From an optimization exercise on the open Yosys and OpenROAD flow, aimed at small area; shortcuts taken in it are not production practice. In this exercise RTL edits were held to simulation tests only and were not proved equivalent to the original. Power and IR drop assume default switching activity.

===== flow/design.v =====
package inst_queue_pkg;
  localparam int INST_W   = 32;
  localparam int PC_W     = 32;
  localparam int IQ_DEPTH = 16;
  localparam int IQ_PTR_W = 4;
  typedef struct packed {
    logic [PC_W-1:0]   pc;
    logic [INST_W-1:0] inst;
  } iq_entry_t;
  function automatic logic [1:0] req_pops(input logic r_ena_1, input logic r_ena_2);
    req_pops = r_ena_1 ? (r_ena_2 ? 2'd2 : 2'd1) : 2'd0;
  endfunction
endpackage
module inst_queue_ram #(
  parameter int N = 8,
  parameter int W = 64
) (
  input  logic         clk,
  input  logic [N-1:0] we,
  input  logic [N-1:0] hold,    
  input  logic [W-1:0] wdata,
  input  logic [N-1:0] rsel,
  output logic [W-1:0] rdata
);
  logic [N-1:0][W-1:0] mem_q;
  always_ff @(posedge clk) begin
    for (int i = 0; i < N; i++)
      mem_q[i] <= ({W{we[i]}} & wdata) | ({W{hold[i]}} & mem_q[i]);
  end
  always_comb begin
    rdata = '0;
    for (int i = 0; i < N; i++)
      rdata = rdata | ({W{rsel[i]}} & mem_q[i]);
  end
endmodule
module inst_queue #(
  parameter int DEPTH = inst_queue_pkg::IQ_DEPTH,
  parameter int PTR_W = inst_queue_pkg::IQ_PTR_W
) (
  input  logic         clk,
  input  logic         rst,
  input  logic                              flush,
  input  logic                              w_ena_1,
  input  logic                              w_ena_2,
  input  logic [inst_queue_pkg::PC_W-1:0]   w_pc_1,
  input  logic [inst_queue_pkg::PC_W-1:0]   w_pc_2,
  input  logic [inst_queue_pkg::INST_W-1:0] w_inst_1,
  input  logic [inst_queue_pkg::INST_W-1:0] w_inst_2,
  input  logic                              r_ena_1,
  input  logic                              r_ena_2,
  output logic                              q_valid_1,
  output logic                              q_valid_2,
  output logic [inst_queue_pkg::PC_W-1:0]   q_pc_1,
  output logic [inst_queue_pkg::PC_W-1:0]   q_pc_2,
  output logic [inst_queue_pkg::INST_W-1:0] q_inst_1,
  output logic [inst_queue_pkg::INST_W-1:0] q_inst_2,
  output logic                              full,
  output logic                              empty,
  output logic [PTR_W:0]                    count
);
  localparam int W  = inst_queue_pkg::PC_W + inst_queue_pkg::INST_W;
  localparam int NB = DEPTH / 2;
  localparam logic [PTR_W:0] FULL_TH = (PTR_W+1)'(DEPTH - 2);
  logic [PTR_W-1:0] tail_q, tail_d;
  logic [PTR_W-1:0] tailn_q;    
  logic [PTR_W:0]   cnt_q,  cnt_d;
  logic             full_w, accept_w, clr_w;
  logic [1:0]       nw_w, nr_req_w, nr_w;
  assign full_w   = (cnt_q > FULL_TH);
  assign accept_w = ~full_w;
  assign clr_w    = rst | flush;
  assign nw_w     = accept_w ? ({1'b0, w_ena_1} + {1'b0, w_ena_2}) : 2'd0;
  assign nr_req_w = inst_queue_pkg::req_pops(r_ena_1, r_ena_2);
  assign nr_w     = ((PTR_W+1)'(nr_req_w) > cnt_q) ? cnt_q[1:0] : nr_req_w;
  always_comb begin
    tail_d = tail_q + (PTR_W)'(nw_w);
    cnt_d  = cnt_q + (PTR_W+1)'(nw_w) - (PTR_W+1)'(nr_w);
    if (clr_w) begin
      tail_d = '0;
      cnt_d  = '0;
    end
  end
  always_ff @(posedge clk) begin
    tail_q <= tail_d;
    tailn_q <= ~tail_d;
    cnt_q  <= cnt_d;
  end
  logic             we_a, we_b;
  logic [DEPTH-1:0] at_tail, at_tailn, we_w, hold_w;
  logic [NB-1:0]    we_e, we_o, hold_e, hold_o;
  logic [W-1:0]     wdata_e, wdata_o;
  assign we_a    = accept_w & (w_ena_1 | w_ena_2) & ~clr_w;
  assign we_b    = accept_w & w_ena_1 & w_ena_2 & ~clr_w;
  always_comb begin
    for (int p = 0; p < DEPTH; p++) begin
      at_tail[p]  = (tail_q == (PTR_W)'(p));
      at_tailn[p] = (tailn_q == (PTR_W)'(DEPTH-1-p));
    end
    for (int p = 0; p < DEPTH; p++) begin
      we_w[p]   =  ((we_a & at_tail[p])  | (we_b & at_tail[(p+DEPTH-1)%DEPTH]));
      hold_w[p] = ~((we_a & at_tailn[p]) | (we_b & at_tailn[(p+DEPTH-1)%DEPTH]));
    end
    for (int k = 0; k < NB; k++) begin
      we_e[k]   = we_w[2*k];
      we_o[k]   = we_w[2*k+1];
      hold_e[k] = hold_w[2*k];
      hold_o[k] = hold_w[2*k+1];
    end
  end
  assign wdata_e = ~((~tail_q[0] & w_ena_1) ? {w_pc_1, w_inst_1} : {w_pc_2, w_inst_2});
  assign wdata_o = ~(( tail_q[0] & w_ena_1) ? {w_pc_1, w_inst_1} : {w_pc_2, w_inst_2});
  logic             hodd_q, hodd_d;
  logic [NB-1:0]    rsel_e, rsel_o, rsel_e_d, rsel_o_d;
  logic [W-1:0]     rdata_e, rdata_o;
  always_comb begin
    hodd_d   = hodd_q;
    rsel_e_d = rsel_e;
    rsel_o_d = rsel_o;
    if (nr_w == 2'd2) begin
      rsel_e_d = {rsel_e[NB-2:0], rsel_e[NB-1]};
      rsel_o_d = {rsel_o[NB-2:0], rsel_o[NB-1]};
    end else if (nr_w == 2'd1) begin
      hodd_d = ~hodd_q;
      if (hodd_q) rsel_o_d = {rsel_o[NB-2:0], rsel_o[NB-1]};
      else        rsel_e_d = {rsel_e[NB-2:0], rsel_e[NB-1]};
    end
    if (clr_w) begin
      hodd_d   = 1'b0;
      rsel_e_d = (NB)'(1);
      rsel_o_d = (NB)'(1);
    end
  end
  always_ff @(posedge clk) begin
    hodd_q <= hodd_d;
    rsel_e <= rsel_e_d;
    rsel_o <= rsel_o_d;
  end
  inst_queue_ram #(.N(NB), .W(W)) u_bank_e (
    .clk(clk), .we(we_e), .hold(hold_e), .wdata(wdata_e), .rsel(rsel_e), .rdata(rdata_e)
  );
  inst_queue_ram #(.N(NB), .W(W)) u_bank_o (
    .clk(clk), .we(we_o), .hold(hold_o), .wdata(wdata_o), .rsel(rsel_o), .rdata(rdata_o)
  );
  logic sel1_e, sel1_o, sel2_e, sel2_o;
  logic [W-1:0] q1, q2;
  assign q_valid_1 = (cnt_q != '0);
  assign q_valid_2 = (cnt_q > (PTR_W+1)'(1));
  assign sel1_e = q_valid_1 & ~hodd_q;
  assign sel1_o = q_valid_1 &  hodd_q;
  assign sel2_e = q_valid_2 &  hodd_q;
  assign sel2_o = q_valid_2 & ~hodd_q;
  assign q1 = ({W{sel1_e}} & ~rdata_e) | ({W{sel1_o}} & ~rdata_o);
  assign q2 = ({W{sel2_e}} & ~rdata_e) | ({W{sel2_o}} & ~rdata_o);
  assign q_pc_1   = q1[W-1 -: inst_queue_pkg::PC_W];
  assign q_inst_1 = q1[inst_queue_pkg::INST_W-1:0];
  assign q_pc_2   = q2[W-1 -: inst_queue_pkg::PC_W];
  assign q_inst_2 = q2[inst_queue_pkg::INST_W-1:0];
  assign full     = full_w;
  assign empty    = (cnt_q == '0);
  assign count    = cnt_q;
endmodule
module inst_queue_top (
  input  logic        clk,
  input  logic        rst,
  input  logic        flush,
  input  logic        w_ena_1,
  input  logic        w_ena_2,
  input  logic [31:0] w_pc_1,
  input  logic [31:0] w_pc_2,
  input  logic [31:0] w_inst_1,
  input  logic [31:0] w_inst_2,
  input  logic        r_ena_1,
  input  logic        r_ena_2,
  output logic        q_valid_1,
  output logic        q_valid_2,
  output logic [31:0] q_pc_1,
  output logic [31:0] q_pc_2,
  output logic [31:0] q_inst_1,
  output logic [31:0] q_inst_2,
  output logic        full,
  output logic        empty,
  output logic [4:0]  count
);
  inst_queue #(
    .DEPTH (16),
    .PTR_W (4)
  ) u_iq (
    .clk       (clk),
    .rst       (rst),
    .flush     (flush),
    .w_ena_1   (w_ena_1),
    .w_ena_2   (w_ena_2),
    .w_pc_1    (w_pc_1),
    .w_pc_2    (w_pc_2),
    .w_inst_1  (w_inst_1),
    .w_inst_2  (w_inst_2),
    .r_ena_1   (r_ena_1),
    .r_ena_2   (r_ena_2),
    .q_valid_1 (q_valid_1),
    .q_valid_2 (q_valid_2),
    .q_pc_1    (q_pc_1),
    .q_pc_2    (q_pc_2),
    .q_inst_1  (q_inst_1),
    .q_inst_2  (q_inst_2),
    .full      (full),
    .empty     (empty),
    .count     (count)
  );
endmodule

===== flow/flow/run.sh =====
#!/bin/bash
# The standard layout (the standard.sh, standard synthesis unchanged), with two changes:
# port buffers use the smallest buffer cell, and CTS uses smaller clusters of clkbuf_8
# with no dummy loads.
set -euo pipefail
export BUFFER_PORTS_ARGS="-buffer_cell sky130_fd_sc_hd__buf_1"
export CTS_ARGS="-sink_clustering_enable -repair_clock_nets -dont_use_dummy_load -buf_list sky130_fd_sc_hd__clkbuf_8 -sink_clustering_size 16 -sink_clustering_max_diameter 60"
bash standard.sh finish > standard_flow.log 2>&1

===== flow/standard.sh =====
#!/bin/bash
# synth_recipe.tcl (not shown) runs the flow's synth.tcl, then flattens the netlist and writes it again
# the make line also repeats each setting of config.mk as NAME=value (left out here)
make -C /OpenROAD-flow-scripts/flow DESIGN_CONFIG=/design/flow/config.mk WORK_HOME=/design/flow/orfs CLKGATE_MAP_FILE= SYNTH_SCRIPT=/design/flow/synth_recipe.tcl "${@:-finish}"

===== flow/config.mk =====
export PLATFORM = sky130hd
export DESIGN_NAME = inst_queue_top
export DESIGN_NICKNAME = inst_queue_top
export VERILOG_FILES = /design/flow/design.v
export SDC_FILE = /design/flow/constraint.sdc
export NUM_CORES = 4
export LEC_CHECK = 0
export CAP_MARGIN = 0
export CORE_MARGIN = 2
export CORE_UTILIZATION = 70
export SLEW_MARGIN = 0

===== flow/constraint.sdc =====
create_clock -name core_clock -period 6.0 [get_ports {clk}]
set_input_delay 1.2000 -clock core_clock [delete_from_list [all_inputs] [get_ports {clk}]]
set_output_delay 1.2000 -clock core_clock [all_outputs]
set_load 0.01 [all_outputs]

==> run notes, run 1 <==
FF-to-FF setup slack: 1.95 ns
Final hold vios: 0
#FFs+latches synth: 1054
Nets: 3773
Compound-gate portion of the synthesized area: 34.8%
Core Area: 56300 um2
Die width: 242 um
Setup Buffers After CTS: 0
Pwr/cell area: 424 nW/um2
Worst setup path start: u_iq.cnt_q[2]
Fmax achieved: 204 MHz
Startpoint Class: flop
Unrepaired setup endpoints after global routing: no
Most frequent cells in the layout: 1038 x dfxtp_1, 1024 x a22o_1, 512 x a22oi_1
Max-slew violations: 0
Synth unique cells: 56
Xor/xnor share of the synthesized area: 0.110%
P&R area growth vs syn: 6.23%
Synth async-reset ratio: 0%
Register area share after synthesis: 53.2%
CTS Hold Buffers Added: 0
Worst Reg-to-Reg Cells: 8
GPL Wtd Cong: 0.975
Die height: 242 um
Initial antenna violation count: 11
Hold path start: u_iq.u_bank_o.mem_q[84]
Fin crit period: 4.91 ns
Die Area: 58600 um2
Setup TNS: 0 ns
Placed Cells: 4299
Period utilization: 81.8%
Post-Synth Simple-Gate Area: 3.68%
H-tree levels: 3
Largest family of logic cells by synthesized area: compound AO/OA/AOI/OAI gates
Cell chosen for the clock root: clkbuf_8
Synthesized cell area: 39700 um2
Post-synth EDFFs: 0
CTS Sinks: 1054
TritonCTS clock tree: built
# setup viols final: 0
Total GRT Usage: 49.9%
Slew @ Worst Pin: 1.28 ns
Worst setup endpoint: q_pc_2[13]
Worst Path Class, Setup: reg -> out
Max Clock Skew: 0.0706 ns
Grt ovf: 0
Routed vias: 36300
Hold WC Path Type: reg -> reg
# DRC: 0
Crit. End Element: primary output
FP Rows: 87
Longest Clk Path Bufs: 3
Cell Area, Placed: 41100 um2
Max Fanout on Critical Path: 27
CTS resizes: 0
RR Endpoint: u_iq.u_bank_o.mem_q[41]
Post-Synthesis Mean Instance Area: 11.2 um2
Wire per inst: 34.8 um
Max cap viols: 0
Total leakage power: 15.4 nW
Syn_nets: 3698
WP data required: 4.80 ns
Via density per instance: 8.28
Antenna-violating nets left: 0
Clock latency (worst-skew pair): 0.72 ns
Starting Density: 70.5%
Drt total wl: 153000 um
Vias in the first global route: 35300
Mux share of post-synthesis cell area: 3.73%
Synth Warn #: 2
Peak supply drop: 0.000349 V
DRT iter0 DRCs: 6445
Slew HR: 14.6%
I/O Pins: 272
Primary FF master, synth: dfxtp_1
Clk pin slew, worst setup/hold paths: 0.09 ns
CP arrival: 3.71 ns
Synthesized instance count: 3546
Share of layout cells above drive strength 1: 6.05%
Fin cells: 4381
Design Area, Final: 42200 um2
Largest net degree at the start of global routing: 65
Total Power: 17.9 mW
First-pass iteration count of the detailed router: 9
First-pass GRT wire length: 223000 um
Commonest non-fill, non-tap cell in the layout: dfxtp_1
CTS buffer count: 76
Worst r2r src: u_iq.cnt_q[2]
Port-buffer cells: 271
Status: complete, no violations
Post-Synth Adder-Cell Area: 0.624%
Dpl hpwl: 87800 um
-- power breakdown --
group / internal [mW] / switching, mW
clock network: 1.14 / 2.21
registers: 7.89 / 0.592
logic: 2.14 / 3.90
total: 11.2 / 6.70
-- flip-flops by register name, indices dropped and copies added, names as in the netlist --
signal / count
u_iq.rsel_o: 8
u_iq.tail_q: 4
u_iq.cnt_q: 5
u_iq.tailn_q: 4
u_iq.u_bank_e.mem_q: 512
u_iq.hodd_q: 1
u_iq.rsel_e: 8
u_iq.u_bank_o.mem_q: 512
-- layout make-up --
cell class              count  area, um2
repair buffers            354       1720
diodes                      6       15.0
fillers                  3983      14100
multi-input cells        2111      17200
flip-flops and latches   1054      21100
clock buffers              76       1050
well taps                 756        946
inverters                  24       90.1
-- worst max-delay path: stages (launching register included) --
cell and delay, ns:
dfxtp_1 0.50, inv_1 0.12, ha_1 0.24, nand2b_1 0.07, mux2i_1 0.07, nand2_1 0.17, nand2b_2 0.42, buf_4 0.43
o22ai_1 0.75, buf_1 0.22
-- metrics by stage --
stage                     utilization, %  setup slack (ns)  hold slack, ns
final                               74.9              1.09           0.489
after global routing                74.9              1.03           0.501
after CTS                           74.9              1.25           0.490
after detailed placement            73.0              1.72           0.464
after global placement              73.0              1.73           0.461
after floorplan                        -              2.24           0.450
-- metal layers --
layer,vias to the layer above,GRT usage (%),wire [um]
li1,14300,-,-
met1,17500,64.1,54300
met3,825,15.2,23200
met4,12,32.8,11100
met5,-,0,62
met2,3604,72.7,63900
-- how the worst min path moves through the flow --
stage / to / slack [ns] / depth (start not counted)
3_3_place_gp: u_iq.u_bank_o.mem_q[496] / 0.46 / 1
2_1_floorplan: u_iq.u_bank_e.mem_q[384] / 0.45 / 1
3_5_place_dp: u_iq.u_bank_e.mem_q[335] / 0.46 / 1
5_1_grt: u_iq.u_bank_o.mem_q[469] / 0.50 / 1
6_report: u_iq.u_bank_o.mem_q[84] / 0.49 / 1
4_1_cts: u_iq.u_bank_o.mem_q[362] / 0.49 / 1
-- cells by family after synthesis --
family | count (synthesis)
AOI/OAI and AO/OA | 1693
xor gates and xnor gates | 5
adders and majority gates | 19
buffers and inverters | 381
DFF | 1054
muxes | 148
and+or+nand+nor | 246
-- cells in the mapped netlist, drive strengths merged, types with 2 or more instances --
library cell	count	area, um2
clkbuf	222	833
a22o	1024	8970
or4b	2	20.0
nor3b	2	15.0
maj3	2	20.0
xor2	2	17.5
and2	4	25.0
nand3b	2	15.0
nor2	26	103
nor4	3	33.8
or3	2	12.5
buf	135	616
dfxtp	1054	21100
o22ai	128	801
nor3	6	45.0
a21oi	7	46.3
xnor2	3	26.3
nand4	131	820
a22oi	512	3840
inv	24	90.1
or4	2	15.0
o211ai	3	22.5
a41oi	2	25.0
mux2i	148	1480
nand3	8	57.6
ha	15	188
nor2b	7	43.8
nand2	38	150
fa	2	40.0
nand2b	8	50.1
o21ai	8	40.0
==> run 2: changes to the inputs <==
==> flow/flow/run.sh (replaced) <==
#!/bin/bash
# The standard layout (the standard.sh, standard synthesis unchanged), with two changes:
# port buffers use the smallest buffer cell, and CTS uses smaller clusters of clkbuf_8
# with no dummy loads.
set -euo pipefail
export BUFFER_PORTS_ARGS="-buffer_cell sky130_fd_sc_hd__buf_1"
export CTS_ARGS="-sink_clustering_enable -repair_clock_nets -dont_use_dummy_load -buf_list sky130_fd_sc_hd__clkbuf_8 -sink_clustering_size 14 -sink_clustering_max_diameter 60"
bash standard.sh finish > standard_flow.log 2>&1
==> run 2 against run 1 <==
Critical path type unchanged. Largest power group unchanged. Maximum frequency up 0.76%. Sequential cell count did not move. Design area is 0.36% higher. Routed wire length up 0.30%.
==> run notes, run 2 <==
Status: complete, no violations
Worst Path Class, Setup: reg -> out
Total leakage power: 15.5 nW
I/O Pins: 272
Setup ws final: 1.13 ns
Starting Density: 70.5%
Nets: 3783
Final hold vios: 0
Setup Buffers After CTS: 0
Slew HR: 15.2%
Place WS: 1.72 ns
Max Clock Skew: 0.0878 ns
TritonCTS clock tree: built
CTS resizes: 0
Cell Area, Placed: 41100 um2
Crit. End Element: primary output
First-pass iteration count of the detailed router: 7
CTS Sinks: 1054
H-tree levels: 3
#FFs+latches synth: 1054
Synthesized instance count: 3546
Longest Clk Path Bufs: 3
Port-buffer cells: 271
Final hold slack: 0.486 ns
Die height: 242 um
Routed vias: 36300
Area leader, netlist: dfxtp_1
Post-synth EDFFs: 0
Hold WC Path Type: reg -> reg
Wire per inst: 34.8 um
Unrepaired setup endpoints after global routing: no
Dominant cell by count in the synthesized netlist: dfxtp_1
First-pass GRT wire length: 223000 um
Register area share after synthesis: 53.2%
Grt ovf: 0
Die width: 242 um
Total GRT Usage: 49.9%
Design Area, Final: 42300 um2
DRT iter0 DRCs: 6137
P&R area growth vs syn: 6.61%
Post-Synthesis Mean Instance Area: 11.2 um2
# setup viols final: 0
Period utilization: 81.2%
# DRC: 0
Vias in the first global route: 35300
Synthesized cell area: 39700 um2
Commonest non-fill, non-tap cell in the layout: dfxtp_1
Die Area: 58600 um2
Via density per instance: 8.26
Largest cells by area after synthesis: dfxtp_1 53%, a22o_1 23%, a22oi_1 9.7%, mux2i_1 3.7%, clkbuf_1 2.1%
Dpl hpwl: 87800 um
Most frequent cells in the layout: 1038 x dfxtp_1, 1024 x a22o_1, 512 x a22oi_1
Max Fanout on Critical Path: 31
Share of layout cells above drive strength 1: 6.31%
FP Rows: 87
Fin crit period: 4.87 ns
Top-area cell type share of the netlist area: 53.2%
GPL Wtd Cong: 0.975
Startpoint Class: flop
CTS buffer count: 86
Initial antenna violation count: 11
Clk pin slew, worst setup/hold paths: 0.08 ns
Peak supply drop: 0.000332 V
Max-slew violations: 0
Setup TNS: 0 ns
Synth async-reset ratio: 0%
WP data required: 4.80 ns
Pwr/cell area: 426 nW/um2
CP arrival: 3.67 ns
Synth unique cells: 56
# fillers: 3941
Core Area: 56300 um2
Largest net degree at the start of global routing: 65
Post-synth top cells: 1054 x dfxtp_1, 1024 x a22o_1, 512 x a22oi_1, 222 x clkbuf_1, 148 x mux2i_1
Slew @ Worst Pin: 1.27 ns
CTS Hold Buffers Added: 0
Fmax achieved: 205 MHz
Clock latency (worst-skew pair): 0.74 ns
Cell chosen for the clock root: clkbuf_8
Synth Warn #: 2
Max cap viols: 0
Primary FF master, synth: dfxtp_1
Syn_nets: 3698
Drt total wl: 153000 um
Biggest regs: u_iq.u_bank_e.mem_q (512), u_iq.u_bank_o.mem_q (512)
Antenna-violating nets left: 0
-- run 2: final cells by class --
| class | instances | area [um2] | share of cell area (%) |
|---|---|---|---|
| antenna | 11 | 27.5 | 0.0650 |
| inverter | 24 | 90.1 | 0.213 |
| tap | 756 | 946 | 2.24 |
| clock buffer | 86 | 1180 | 2.80 |
| sequential | 1054 | 21100 | 49.9 |
| timing repair buffer | 354 | 1720 | 4.05 |
| multi-input combinational | 2111 | 17200 | 40.7 |
-- run 2: kinds of logic (layout without fill, tap and decap cells) --
kind of cell | count (synthesis) | count (layout) | share of synthesized area, %
multiplexers | 148 | 148 | 3.73
flip-flops | 1054 | 1054 | 53.2
XOR/XNOR | 5 | 5 | 0.110
AND/OR/NAND/NOR | 246 | 246 | 3.68
buffers and inverters | 381 | 464 | 3.88
adder cells (fa/ha/maj) | 19 | 19 | 0.624
other | 0 | 11 | 0
AO/OA/AOI/OAI | 1693 | 1693 | 34.8
-- run 2: stage by stage --
stage / power (mW) / instances / utilization, %
after floorplan: 11.9 / 3546 / -
after global placement: 14.2 / 4299 / 73.0
after detailed placement: 14.3 / 4299 / 73.0
after CTS: 17.7 / 4385 / 75.1
after global routing: 18.5 / 4390 / 75.2
final: 18.0 / 4396 / 75.2
-- run 2: where the power goes --
group | internal [mW] | switching (mW) | leakage [nW] | total [mW]
registers | 7.89 | 0.592 | 8.58 | 8.48
logic | 2.14 | 3.90 | 6.32 | 6.04
clock network | 1.28 | 2.24 | 0.618 | 3.52
total | 11.3 | 6.73 | 15.5 | 18.0
-- run 2: worst max-delay path, cell delays in order, from the launching register on --
cell	delay [ns]
dfxtp_1	0.48
inv_1	0.12
ha_1	0.24
nor2b_1	0.16
nand3_1	0.21
nand2_2	0.69
buf_4	0.49
o22ai_1	0.32
buf_1	0.22
-- run 2: worst paths after layout --
path                         endpoint  cells past startpoint  slack [ns]                startpoint
max                      q_inst_1[19]                      8        1.13             u_iq.cnt_q[2]
min reg2reg  u_iq.u_bank_o.mem_q[375]                      1        0.49  u_iq.u_bank_o.mem_q[375]
max reg2reg   u_iq.u_bank_o.mem_q[57]                      8        1.97             u_iq.cnt_q[2]
min          u_iq.u_bank_o.mem_q[375]                      1        0.49  u_iq.u_bank_o.mem_q[375]
-- run 2: routing by layer --
metal,share of wire [%],up-vias,global-route usage (%)
met2,42,3456,72.7
li1,-,14400,-
met4,7.1,12,33.5
met1,36,17700,63.6
met3,15,801,15.7
met5,0.042,-,0
==> run 3: changes to the inputs <==
--- a/flow/config.mk
+++ b/flow/config.mk
@@ -9,3 +9,3 @@
 export CORE_MARGIN = 2
-export CORE_UTILIZATION = 70
+export CORE_UTILIZATION = 75
 export SLEW_MARGIN = 0
==> run 3 against run 2 <==
Still clean on timing, DRC and antenna. Global-route usage grew 3.4 points. Sequential cell count is the same. Largest cell class unchanged. Critical endpoint is now q_pc_2[19]. Highest routed layer unchanged. Synthesized cell count is the same. Die area shrank 6.6%. Combinational power grew 1%.
==> run notes, run 3 <==
FP Rows: 84
Synthesized instance count: 3546
Unrepaired setup endpoints after global routing: no
Max Clock Skew: 0.0495 ns
Setup TNS: 0 ns
Post-Synthesis Mean Instance Area: 11.2 um2
Routed vias: 37000
M1 GR Usage: 66.2%
Critical Path Max Stage Delay: 1.10 ns
Longest Clk Path Bufs: 3
TritonCTS clock tree: built
Biggest regs: u_iq.u_bank_e.mem_q (512), u_iq.u_bank_o.mem_q (512)
Fin crit period: 4.97 ns
Crit path cell chain: buf_4 -> a22oi_1 -> nand4_1 -> o22ai_1 -> buf_1
Max Fanout on Critical Path: 40
Worst-path cell with the longest stage delay: dfxtp_2
Primary FF master, synth: dfxtp_1
WP data required: 4.80 ns
Total Power: 18.2 mW
Commonest non-fill, non-tap cell in the layout: dfxtp_1
Register area share after synthesis: 53.2%
Post-synth top cells: 1054 x dfxtp_1, 1024 x a22o_1, 512 x a22oi_1, 222 x clkbuf_1, 148 x mux2i_1
Synth async-reset ratio: 0%
Nets: 3775
Syn_nets: 3698
CTS resizes: 0
First-pass GRT wire length: 220000 um
Via density per instance: 8.57
Total GRT Usage: 53.3%
Crit. End Element: primary output
Slew HR: 11.8%
Worst Path Class, Setup: reg -> out
Hold WC Path Type: reg -> reg
Clk pin slew, worst setup/hold paths: 0.09 ns
CTS buffer count: 86
Worst Reg-to-Reg Cells: 8
GPL Wtd Cong: 0.998
Synth Warn #: 2
GR Layer Usage met3: 21.8%
Port-buffer cells: 271
Cell chosen for the clock root: clkbuf_8
Die height: 234 um
First-pass iteration count of the detailed router: 10
Wire per inst: 35.1 um
Clock latency (worst-skew pair): 0.74 ns
Buf/Inv on CP: 2
Final hold vios: 0
I/O Pins: 272
Synth unique cells: 56
CP arrival: 3.77 ns
Starting Density: 75.7%
DRT iter0 DRCs: 7143
Largest net degree at the start of global routing: 65
# DRC: 0
Antenna-violating nets left: 0
Startpoint Class: flop
Setup Buffers After CTS: 0
Grt ovf: 0
Grt peak-use layer: met2
Vias in the first global route: 35600
Status: complete, no violations
CTS Sinks: 1054
Period utilization: 82.8%
Slew @ Worst Pin: 1.32 ns
CP delay by family, top: flip-flops
WP depth: 5
Drt total wl: 152000 um
H-tree levels: 3
Post-synth EDFFs: 0
Core Area: 52400 um2
Fmax achieved: 201 MHz
Peak supply drop: 0.000431 V
Max cap viols: 0
Pwr/cell area: 430 nW/um2
Share of layout cells above drive strength 1: 6.10%
Initial antenna violation count: 8
CTS Hold Buffers Added: 0
Die width: 234 um
Max-slew violations: 0
Largest cells by area after synthesis: dfxtp_1 53%, a22o_1 23%, a22oi_1 9.7%, mux2i_1 3.7%, clkbuf_1 2.1%
#FFs+latches synth: 1054
Met2 Use GR: 75.0%
Dpl hpwl: 87600 um
Hold Path Stages: 1
P&R area growth vs syn: 6.37%
Total leakage power: 15.5 nW
Top-area cell type share of the netlist area: 53.2%
Dominant cell by count in the synthesized netlist: dfxtp_1
# setup viols final: 0
Die Area: 54800 um2
Synthesized cell area: 39700 um2
Area leader, netlist: dfxtp_1
Most frequent cells in the layout: 1038 x dfxtp_1, 1024 x a22o_1, 512 x a22oi_1
==> run 3: cell types whose count changed in the layout (fill, tap and decap cells not counted) <==
cell / change
buf_12: +5
buf_4: -13
diode_2: -4
==> run 3: area by class of cell <==
cell class / count / area, um2
inverters: 24 / 90.1
repair buffers: 346 / 1720
fillers: 3291 / 10200
multi-input cells: 2111 / 17200
well taps: 688 / 861
flip-flops and latches: 1054 / 21100
diodes: 7 / 17.5
clock buffers: 86 / 1180
==> run 3: power breakdown <==
group / leakage, nW / total, mW / switching, mW / internal, mW
clock: 0.618 / 3.52 / 2.24 / 1.28
sequential: 8.58 / 8.54 / 0.645 / 7.89
combinational: 6.31 / 6.12 / 3.96 / 2.16
==> run 3: path summary, 6_finish.rpt <==
path,startpoint,to,slack (ns)
worst min register to register,u_iq.u_bank_o.mem_q[181],u_iq.u_bank_o.mem_q[181],0.49
worst max register to register,u_iq.cnt_q[2],u_iq.u_bank_o.mem_q[184],1.93
worst min-delay path,u_iq.u_bank_o.mem_q[181],u_iq.u_bank_o.mem_q[181],0.49
worst max-delay path,u_iq.rsel_o[2],q_pc_2[19],1.03
==> run 3: kinds of logic (layout without fill, tap and decap cells) <==
logic type	count (synthesis)	after routing	synth area share, %
compound gates	1693	1693	34.8
xor+xnor	5	5	0.110
fa+ha+maj	19	19	0.624
buf+inv	381	456	3.88
flops	1054	1054	53.2
mux	148	148	3.73
other cells	0	7	0
simple gates	246	246	3.68
==> run 3: metrics by stage <==
step / setup WS [ns] / utilization [%] / instance area (um2) / hold WS, ns / std cells
after floorplan: 2.24 / - / 39700 / 0.450 / 3546
after global placement: 1.68 / 78.2 / 41000 / 0.462 / 4223
after detailed placement: 1.61 / 78.2 / 41000 / 0.464 / 4223
after CTS: 1.29 / 80.5 / 42200 / 0.483 / 4309
after global routing: 1.02 / 80.5 / 42200 / 0.495 / 4313
final: 1.03 / 80.5 / 42200 / 0.488 / 4316
==> run 3: per-layer routing <==
layer | share of wire, % | wire, um
met1 | 34 | 52000
met2 | 40 | 61300
met5 | 0.11 | 162
met3 | 17 | 25700
met4 | 8.3 | 12600

separate check: timing with driven ports:
The flow's constraints put no driver on any port. The routed layouts listed below were extracted and timed again, unchanged, in two steps.
Step 1 (the two cells are an assumption about what drives the block):
set clk [get_ports {clk}]
set_driving_cell -lib_cell sky130_fd_sc_hd__clkbuf_16 $clk
set_driving_cell -lib_cell sky130_fd_sc_hd__buf_2 [delete_from_list [all_inputs] $clk]
Step 2 adds t to the input delays and takes it off the output delays; t is the mean of the earliest and latest rising clock arrival at the registers after step 1. Input paths then give back, and output paths get back, about the clock's delay inside the block.
Three values: ideal ports, drivers, drivers and shift; two values: the first two.
run	shift t [ns]	setup WS [ns]	worst hold slack (ns)	latest minus earliest clock arrival (ns)	cell pins on the clock port's net
run 1	0.748	1.091 / 1.027 / 1.603	0.489 / 0.489 / 0.489	0.071 / 0.071	1
run 2	0.758	1.128 / 1.067 / 1.591	0.486 / 0.486 / 0.486	0.088 / 0.088	1
run 3	0.776	1.029 / 0.961 / 1.409	0.488 / 0.488 / 0.488	0.067 / 0.067	1
After both steps every run listed still meets setup and hold.
